This design comes from an exercise in tuning for small area, a short achievable clock period and few clock cycles per item on the open sky130 flow, not from production work. At most, simulation tests tie the RTL to the original design; equivalence was not proved.

## run 1
// cpu_top
module cpu_top #(
    parameter int inst_addr_w = 8
) (
    input  wire                     clk,
    input  wire                     rst_n,
    input  wire [data_w-1:0]        inst_rdata,
    input  wire [data_w-1:0]        data_rdata,
    output logic [inst_addr_w-1:0]  inst_addr,
    output logic [data_addr_w-1:0]  data_addr,
    output logic [data_w-1:0]       data_wdata,
    output logic                    data_we,
    output logic                    io_stall
);
    logic              i_valid;
    logic              d_valid;
    logic              d_stall;      
    logic [pc_w-1:0]   d_btgt;
    logic [data_w-1:0] ir;
    logic              e_valid;
    logic [data_w-1:0] e_a;
    logic [data_w-1:0] e_b;
    logic [pc_w-1:0]   e_addr;
    logic [pc_w-1:0]   e_btgt;
    logic              e_writes;
    logic [3:0]        e_wd;
    logic              e_alu;
    logic              e_sub;
    logic              e_slt;
    logic              e_load;
    logic              e_mult;
    logic              e_beq;
    logic              w_we;
    logic [3:0]        w_rd;
    logic              w_load;
    logic              w_mult;
    logic [data_w-1:0] w_res;
    logic              stall_q;
    logic              we_q;
    logic              redirect;
    logic              hz_i;
    logic              jump_i;
    logic              beq_self_i;
    logic [pc_w-1:0]   jump_pc_i;
    logic [pc_w-1:0]   btgt_i;       
    logic [2:0]        opc_i;
    logic              i_reads_rs;
    logic              i_reads_rt;
    logic              d_late;
    assign opc_i      = inst_rdata[15:13];
    assign beq_self_i = (opc_i == op_beq) && (inst_rdata[12:9] == inst_rdata[8:5]);
    assign jump_i     = i_valid && ((opc_i == op_jump) || beq_self_i);
    assign btgt_i     = inst_addr + {{3{inst_rdata[4]}}, inst_rdata[4:0]};
    assign jump_pc_i  = beq_self_i ? btgt_i : inst_rdata[7:0];
    assign i_reads_rs = (opc_i <= op_store) || ((opc_i == op_beq) && !beq_self_i);
    assign i_reads_rt = (opc_i != op_load) && i_reads_rs;
    assign hz_i = i_valid && d_late && !redirect &&
                  ((i_reads_rs && (inst_rdata[12:9] == ir_wd)) ||
                   (i_reads_rt && (inst_rdata[8:5] == ir_wd)));
    logic [3:0] ir_wd;
    pc_unit u_pc_unit (
        .clk         (clk),
        .rst_n       (rst_n),
        .redirect    (redirect),
  ...
For scale: ~420 flip-flops.
==> flow/config.mk <==
export PLATFORM = sky130hd
export DESIGN_NAME = cpu_top
export DESIGN_NICKNAME = cpu_top
export VERILOG_FILES = /design/flow/design.v
export SDC_FILE = /design/flow/constraint.sdc
export NUM_CORES = 4
export LEC_CHECK = 0
export CAP_MARGIN = 20
export CORE_MARGIN = 2
export CORE_UTILIZATION = 40
export SLEW_MARGIN = 20
==> flow/constraint.sdc <==
create_clock -name core_clock -period 10.0 [get_ports {clk}]
set_input_delay 2.0000 -clock core_clock [delete_from_list [all_inputs] [get_ports {clk}]]
set_output_delay 2.0000 -clock core_clock [all_outputs]
set_load 0.01 [all_outputs]
standard.sh (not shown) runs the stock make flow with config.mk's settings and CLKGATE_MAP_FILE= SYNTH_SCRIPT=/design/flow/synth_recipe.tcl, a recipe that flattens the netlist after the stock synthesis.
==> flow/flow/run.sh <==
#!/bin/bash
# Standard layout with two changes:
# - timing repair aims below the clock period: the repair steps treat any
#   path with less than SETUP_SLACK_MARGIN ns of slack as failing, so they
#   keep improving the worst path past the 10 ns constraint (TNS_END_PERCENT
#   0: only the worst path, which sets the achieved period);
# - the port buffers are plain buf_2 cells rather than the delay cell that
#   buffer_ports picks by default.
cp standard.sh standard.sh.txt
cp config.mk config.mk.txt
export SETUP_SLACK_MARGIN=7
export TNS_END_PERCENT=0
export BUFFER_PORTS_ARGS="-buffer_cell sky130_fd_sc_hd__buf_2"
bash standard.sh > standard.log 2>&1
Testbench counts of run 1, summed over its fixed seeds: cycles 60,777, instrs 50,571.
Input changes introduced in run 2 (baseline for comparison: run 1):
-- flow/design.v --
<<< run 1, line 479
    assign beq_self_i = (opc_i == op_beq) && (inst_rdata[12:9] == inst_rdata[8:5]);
    assign jump_i     = i_valid && ((opc_i == op_jump) || beq_self_i);
    assign btgt_i     = inst_addr + {{3{inst_rdata[4]}}, inst_rdata[4:0]};
    assign jump_pc_i  = beq_self_i ? btgt_i : inst_rdata[7:0];
    assign i_reads_rs = (opc_i <= op_store) || ((opc_i == op_beq) && !beq_self_i);
>>> run 2, line 479
    assign beq_self_i = (opc_i == op_beq) && (inst_rdata[12:9] == inst_rdata[8:5]);
    assign jump_i     = i_valid && ((opc_i == op_jump) || beq_self_i);
    logic [5:0] btgt_lo;
    logic [2:0] pc_hi;
    logic [2:0] pc_hi_p1;
    logic [2:0] pc_hi_m1;
    assign btgt_lo  = {1'b0, inst_addr[4:0]} + {1'b0, inst_rdata[4:0]};
    assign pc_hi    = inst_addr[7:5];
    assign pc_hi_p1 = pc_hi + 3'd1;
    assign pc_hi_m1 = pc_hi - 3'd1;
    assign btgt_i   = {(btgt_lo[5] == inst_rdata[4]) ? pc_hi : btgt_lo[5] ? pc_hi_p1 : pc_hi_m1,
                       btgt_lo[4:0]};
    assign jump_pc_i  = beq_self_i ? btgt_i : inst_rdata[7:0];
    assign i_reads_rs = (opc_i <= op_store) || ((opc_i == op_beq) && !beq_self_i);
==> run notes <==
Of run 1 and run 2, run 1 shows the higher non-clock buffer count, with run 2 below it. Per the comparison of run 2 with run 1, sequential share of cell area rose by 0.90 points, routing usage on met2 now larger. The launch point of the worst path comes out inst_rdata[1] in one run and ir[10]$_DFFE_PN_ in the other, namely in run 2 and run 1 respectively. Run 2 vs. run 1: wire length of the first global-routing pass went up by 790 µm. Run 1 → run 2: die outline width grew by about 0.6%; cell area lost 2.2%.
Only the layout flow was run in run 2; the RTL was not checked for function there.

* * *

cpu_top, a different RTL version from the one above (not shown whole).
For scale: roughly 2300 cells after synthesis, roughly 68 I/O pins, roughly 24000 um^2 of cells after synthesis.
==> flow/config.mk <==
export PLATFORM = sky130hd
export DESIGN_NAME = cpu_top
export DESIGN_NICKNAME = cpu_top
export VERILOG_FILES = /design/flow/design.v
export SDC_FILE = /design/flow/constraint.sdc
export NUM_CORES = 4
export LEC_CHECK = 0
export CAP_MARGIN = 20
export CORE_MARGIN = 2
export CORE_UTILIZATION = 40
export SLEW_MARGIN = 20
==> flow/constraint.sdc <==
create_clock -name core_clock -period 10.0 [get_ports {clk}]
set_input_delay 2.0000 -clock core_clock [delete_from_list [all_inputs] [get_ports {clk}]]
set_output_delay 2.0000 -clock core_clock [all_outputs]
set_load 0.01 [all_outputs]
==> flow/flow/run.sh <==
#!/bin/bash
# Standard layout, with timing repair aiming below the clock period: the
# repair steps treat any path with less than SETUP_SLACK_MARGIN ns of slack
# as failing, so they keep improving the paths past the 10 ns constraint.
cp standard.sh standard.sh.txt
cp config.mk config.mk.txt
export SETUP_SLACK_MARGIN=7
export TNS_END_PERCENT=0
bash standard.sh > standard.log 2>&1
Testbench counts at the start, summed over its fixed seeds: cycles 60,777, instrs 50,571.
Change:
--- a/flow/design.v
+++ b/flow/design.v
@@ -438,13 +438,12 @@
     output logic [data_addr_w-1:0]  data_addr,
     output logic [data_w-1:0]       data_wdata,
     output logic                    data_we,
     output logic                    io_stall
 );
     logic              i_valid;
-    logic [pc_w-1:0]   pc_i;
     logic              d_valid;
     logic              d_stall;      
     logic [pc_w-1:0]   d_btgt;
     logic [data_w-1:0] ir;
     logic              e_valid;
     logic [data_w-1:0] e_a;
@@ -476,13 +475,13 @@
     logic              i_reads_rs;
     logic              i_reads_rt;
     logic              d_late;
     assign opc_i      = inst_rdata[15:13];
     assign beq_self_i = (opc_i == op_beq) && (inst_rdata[12:9] == inst_rdata[8:5]);
     assign jump_i     = i_valid && ((opc_i == op_jump) || beq_self_i);
-    assign btgt_i     = pc_i + 8'd1 + {{3{inst_rdata[4]}}, inst_rdata[4:0]};
+    assign btgt_i     = inst_addr + {{3{inst_rdata[4]}}, inst_rdata[4:0]};
     assign jump_pc_i  = beq_self_i ? btgt_i : inst_rdata[7:0];
     assign i_reads_rs = (opc_i <= op_store) || ((opc_i == op_beq) && !beq_self_i);
     assign i_reads_rt = (opc_i != op_load) && i_reads_rs;
     assign hz_i = i_valid && d_late && !redirect &&
                   ((i_reads_rs && (inst_rdata[12:9] == ir_wd)) ||
                    (i_reads_rt && (inst_rdata[8:5] == ir_wd)));
@@ -500,15 +499,12 @@
     always_ff @(posedge clk or negedge rst_n) begin
         if (!rst_n)
             i_valid <= 1'b0;
         else
             i_valid <= !(redirect || hz_i || jump_i);
     end
-    always_ff @(posedge clk) begin
-        pc_i <= inst_addr;
-    end
     always_ff @(posedge clk or negedge rst_n) begin
         if (!rst_n) begin
             d_valid <= 1'b0;
             d_stall <= 1'b0;
         end else begin
             if (!d_stall)
What happened:
- The changed run completed without violations
- critical path depth shrinks by 1
- die area shrinks slightly
- clock-buffer cell count grows by 1
- non-clock buffer count does not change
- setup slack is better by 0.032 ns
Testbench counts after the change, summed over its fixed seeds: cycles 60,777, instrs 50,571.

[what the ideal ports hide]
No port has a modelled driver above. Below, the same layouts with a new extraction and two added sets of constraints.
Step 1 (the two cells are an assumption about what drives the block):
set clk [get_ports {clk}]
set_driving_cell -lib_cell sky130_fd_sc_hd__clkbuf_16 $clk
set_driving_cell -lib_cell sky130_fd_sc_hd__buf_2 [delete_from_list [all_inputs] $clk]
Step 2 moves the port delays by t, midway between the first and last clock arrival at a register: inputs arrive t later, outputs are due t later. That takes back most of the time a late clock gives input paths.
Slacks: ideal ports / drivers / drivers and shift; pairs: ideal ports / drivers.
| run | shift t [ns] | setup slack, ns | hold slack, ns | latest minus earliest clock arrival (ns) | pins driven straight from the clock port |
|---|---|---|---|---|---|
| run 1 | 0.647 | 6.383 / 6.383 / 5.855 | 0.328 / 0.328 / 0.328 | 0.024 / 0.024 | 1 |
| run 2 | 0.643 | 6.215 / 6.254 / 5.611 | 0.334 / 0.334 / 0.334 | 0.034 / 0.035 | 1 |
| the first run of note 2 | 0.661 | 6.377 / 6.409 / 5.747 | 0.334 / 0.334 / 0.334 | 0.025 / 0.025 | 1 |
| the second run of note 2 | 0.633 | 6.408 / 6.370 / 5.806 | 0.327 / 0.327 / 0.327 | 0.021 / 0.021 | 1 |
After both steps setup and hold are still met in every run listed. The setup slack of the first run of note 2, which loses most, moves by +0.032 ns with the drivers and by -0.630 ns with both steps.
